This is an optimization exercise on Yosys and OpenROAD, whose aim is small area and a short achievable clock period, not a production implementation.
No activity file was given, so power comes from the tool's default toggle rates.

## rev 12
==> module datapath_cw_sequencer, before the edit <==
module datapath_cw_sequencer #(
  parameter int unsigned DEPTH       = 16,
  parameter int unsigned HOLD_CYCLES = 2,
  parameter logic [24:0] NOP_CW      = 25'd0
) (
  input  logic        clock,
  input  logic        reset,
  input  logic        push_valid,
  output logic        push_ready,
  input  logic [24:0] push_cw,
  input  logic [63:0] push_const,
  input  logic [1:0]  push_op,
  input  logic        go,
  input  logic [3:0]  status,
  output logic [24:0] ControlWord,
  output logic [63:0] constant,
  output logic        busy,
  output logic        done,
  output logic [15:0] issue_count
);
  localparam int unsigned CW = $clog2(DEPTH + 1);
  localparam int unsigned HW = $clog2(HOLD_CYCLES + 1);
  localparam int unsigned DW = 89;
  localparam logic [1:0] OpNormal = 2'b00;
  localparam logic [1:0] OpHold   = 2'b01;
  localparam logic [1:0] OpSkip   = 2'b10;
  localparam logic [1:0] OpHalt   = 2'b11;
  typedef enum logic [1:0] {StIdle, StRun, StHold, StSkip} state_e;
  logic [DW-1:0] mem_data [DEPTH];
  logic [1:0]    mem_op   [DEPTH];
  logic [DEPTH-1:0] wr_oh_q, rd_oh_q, rd_oh_nx;
  logic [CW-1:0]    count_q, count_d;
  logic             empty_q, ready_q, busy_q;
  logic [1:0]       head_op_q, head_op_d, next_op;
  logic             push_en, pop;
  state_e        state_q, state_d;
  logic [24:0]   cw_q, cw_d;
  logic [63:0]   const_q, const_d;
  logic          done_q, done_d;
  logic [15:0]   cnt_q;
  logic [HW-1:0] hcnt_q, hcnt_d;
  logic          issued_q, issue;
  logic [3:0]    status_q;
  logic [2:0]    skip_sel_q, skip_sel_d;
  logic          skip_cond, take;
  logic [DW-1:0] head_data;
  logic [24:0]   head_cw;
  logic [63:0]   head_const;
  assign push_ready = ready_q;
  assign push_en    = push_valid && ready_q;
  assign rd_oh_nx   = {rd_oh_q[DEPTH-2:0], rd_oh_q[DEPTH-1]};
  always_comb begin
    head_data = '0;
    next_op   = '0;
    for (int i = 0; i < DEPTH; i++) begin
      head_data = head_data | (mem_data[i] & {DW{rd_oh_q[i]}});
      next_op   = next_op   | (mem_op[i]   & {2{rd_oh_nx[i]}});
    end
  end
  assign {head_const, head_cw} = head_data;
  assign skip_cond = status_q[skip_sel_q[1:0]] ^ skip_sel_q[2];
  always_comb begin
    state_d    = state_q;
    done_d     = 1'b0;
    hcnt_d     = hcnt_q;
    pop        = 1'b0;
    take       = 1'b0;
    issue      = 1'b0;
    skip_sel_d = skip_sel_q;
    case (state_q)
      StIdle: begin
        if (go) begin
          if (empty_q) done_d = 1'b1;
          else         take   = 1'b1;
        end
      end
      StRun: take = 1'b1;
      StHold: begin
        if (hcnt_q == '0) take   = 1'b1;
        else              hcnt_d = hcnt_q - 1'b1;
      end
      default: begin  
        if (skip_cond) begin
          if (empty_q) begin
            state_d = StIdle;
            done_d  = 1'b1;
          end else begin
            pop     = 1'b1;
            state_d = StRun;
          end
        end else begin
          take = 1'b1;
        end
      end
    endcase
    if (take) begin
      if (empty_q) begin
        state_d = StIdle;
        done_d  = 1'b1;
      end else begin
        pop = 1'b1;
        case (head_op_q)
          OpNormal: begin
            issue   = 1'b1;
            state_d = StRun;
            hcnt_d  = HW'(HOLD_CYCLES);
          end
          OpHold: begin
            issue   = 1'b1;
            state_d = StHold;
            hcnt_d  = HW'(HOLD_CYCLES);
          end
          OpSkip: begin
            state_d    = StSkip;
            skip_sel_d = head_const[2:0];
          end
          default: begin  
            state_d = StIdle;
            done_d  = 1'b1;
          end
        endcase
      end
    end
    cw_d    = issue ? head_cw : NOP_CW;
    const_d = issue ? head_const : const_q;
    count_d = count_q + CW'(push_en) - CW'(pop);
    if (pop) head_op_d = (count_q == CW'(1)) ? push_op : next_op;
    else     head_op_d = empty_q ? push_op : head_op_q;
  end
  always_ff @(posedge clock) begin
    for (int i = 0; i < DEPTH; i++) begin
      if (push_en && wr_oh_q[i]) begin
        mem_data[i] <= {push_const, push_cw};
        mem_op[i]   <= push_op;
      end
    end
  end
  always_ff @(posedge clock) begin
    if (reset) begin
      wr_oh_q    <= DEPTH'(1);
      rd_oh_q    <= DEPTH'(1);
      count_q    <= '0;
      empty_q    <= 1'b1;
      ready_q    <= 1'b1;
      busy_q     <= 1'b0;
      head_op_q  <= '0;
      state_q    <= StIdle;
      cw_q       <= NOP_CW;
      const_q    <= '0;
      done_q     <= 1'b0;
      cnt_q      <= '0;
      hcnt_q     <= '0;
      issued_q   <= 1'b0;
      status_q   <= '0;
      skip_sel_q <= '0;
    end else begin
      if (push_en) wr_oh_q <= {wr_oh_q[DEPTH-2:0], wr_oh_q[DEPTH-1]};
      if (pop)     rd_oh_q <= rd_oh_nx;
      count_q    <= count_d;
      empty_q    <= (count_d == '0);
      ready_q    <= (count_d != CW'(DEPTH));
      busy_q     <= (state_d != StIdle);
      head_op_q  <= head_op_d;
      state_q    <= state_d;
      cw_q       <= cw_d;
      const_q    <= const_d;
      done_q     <= done_d;
      if (issue) cnt_q <= cnt_q + 16'd1;
      hcnt_q     <= hcnt_d;
      issued_q   <= issue;
      skip_sel_q <= skip_sel_d;
      if (issued_q) status_q <= status;
    end
  end
  assign ControlWord = cw_q;
  assign constant    = const_q;
  assign done        = done_q;
  assign issue_count = cnt_q;
  assign busy        = busy_q;
endmodule
Settings: LEC_CHECK=0, CAP_MARGIN=20, CORE_MARGIN=2, CORE_UTILIZATION=55, CTS_CLUSTER_DIAMETER=60, CTS_CLUSTER_SIZE=30, PLACE_DENSITY=0.7, SETUP_SLACK_MARGIN=2.6, SLEW_MARGIN=20, TNS_END_PERCENT=10; clock period 5.0 ns.
run.sh (not shown) runs the stock make flow with config.mk's settings and CLKGATE_MAP_FILE= SYNTH_SCRIPT=/design/flow/synth_recipe.tcl, a recipe that flattens the netlist after the stock synthesis.
The inputs of rev 13 differ from those of rev 12 as listed below.
--- a/flow/design.v
+++ b/flow/design.v
@@ -127,11 +127,11 @@
     if (pop) head_op_d = (count_q == CW'(1)) ? push_op : next_op;
     else     head_op_d = empty_q ? push_op : head_op_q;
   end
   always_ff @(posedge clock) begin
     for (int i = 0; i < DEPTH; i++) begin
-      if (push_en && wr_oh_q[i]) begin
+      if (ready_q && wr_oh_q[i]) begin
         mem_data[i] <= {push_const, push_cw};
         mem_op[i]   <= push_op;
       end
     end
   end
[summary]
- Rev 13 finished every step from synthesis to the final layout, and the layout passed the timing, DRC and antenna checks.
- Per the comparison of rev 13 with rev 12, combinational group share of total power went down by 1.1 points, combinational gate power went down by 3.2%, worst path setup slack after routing went up 0.086 ns.
- A end of the critical path of ready_q is what rev 13 shows, while cnt_q[9] belongs to rev 12.
- Share of the clock period used by the worst path after layout was lower in the run labelled rev 13.
- Met2 routed wirelength: rev 13 lower than rev 12
- Cell area power density (rev 13 over rev 12): increase, 3.2%
- Lower sequential share of layout area among rev 13 and rev 12: rev 12
Function was not checked in any run of this note: the RTL went through the layout flow alone.

afterwards: timing with drivers on the ports:
How much do the figures lean on ideal ports? The routed layouts below were timed once more, with nothing changed but the port constraints. Step 1 assumes that a clkbuf_16 drives the clock port and a buf_2 every other input. Step 2 also shifts input and output timing later by t, the mid clock arrival at the registers, as if the neighbouring blocks saw the same clock. Slacks: no drivers / after step 1 / after step 2; pairs: no drivers / after step 1.
run	t (ns)	slack for setup (ns)	latest minus earliest clock arrival (ns)
rev 12	0.787	2.117 / 2.102 / 1.391	0.051 / 0.051
rev 13	0.775	2.203 / 2.200 / 1.559	0.044 / 0.044
After both steps setup and hold are still met in every run listed. The setup slack of rev 12, which loses most, moves by -0.015 ns with the drivers and by -0.726 ns with both steps.
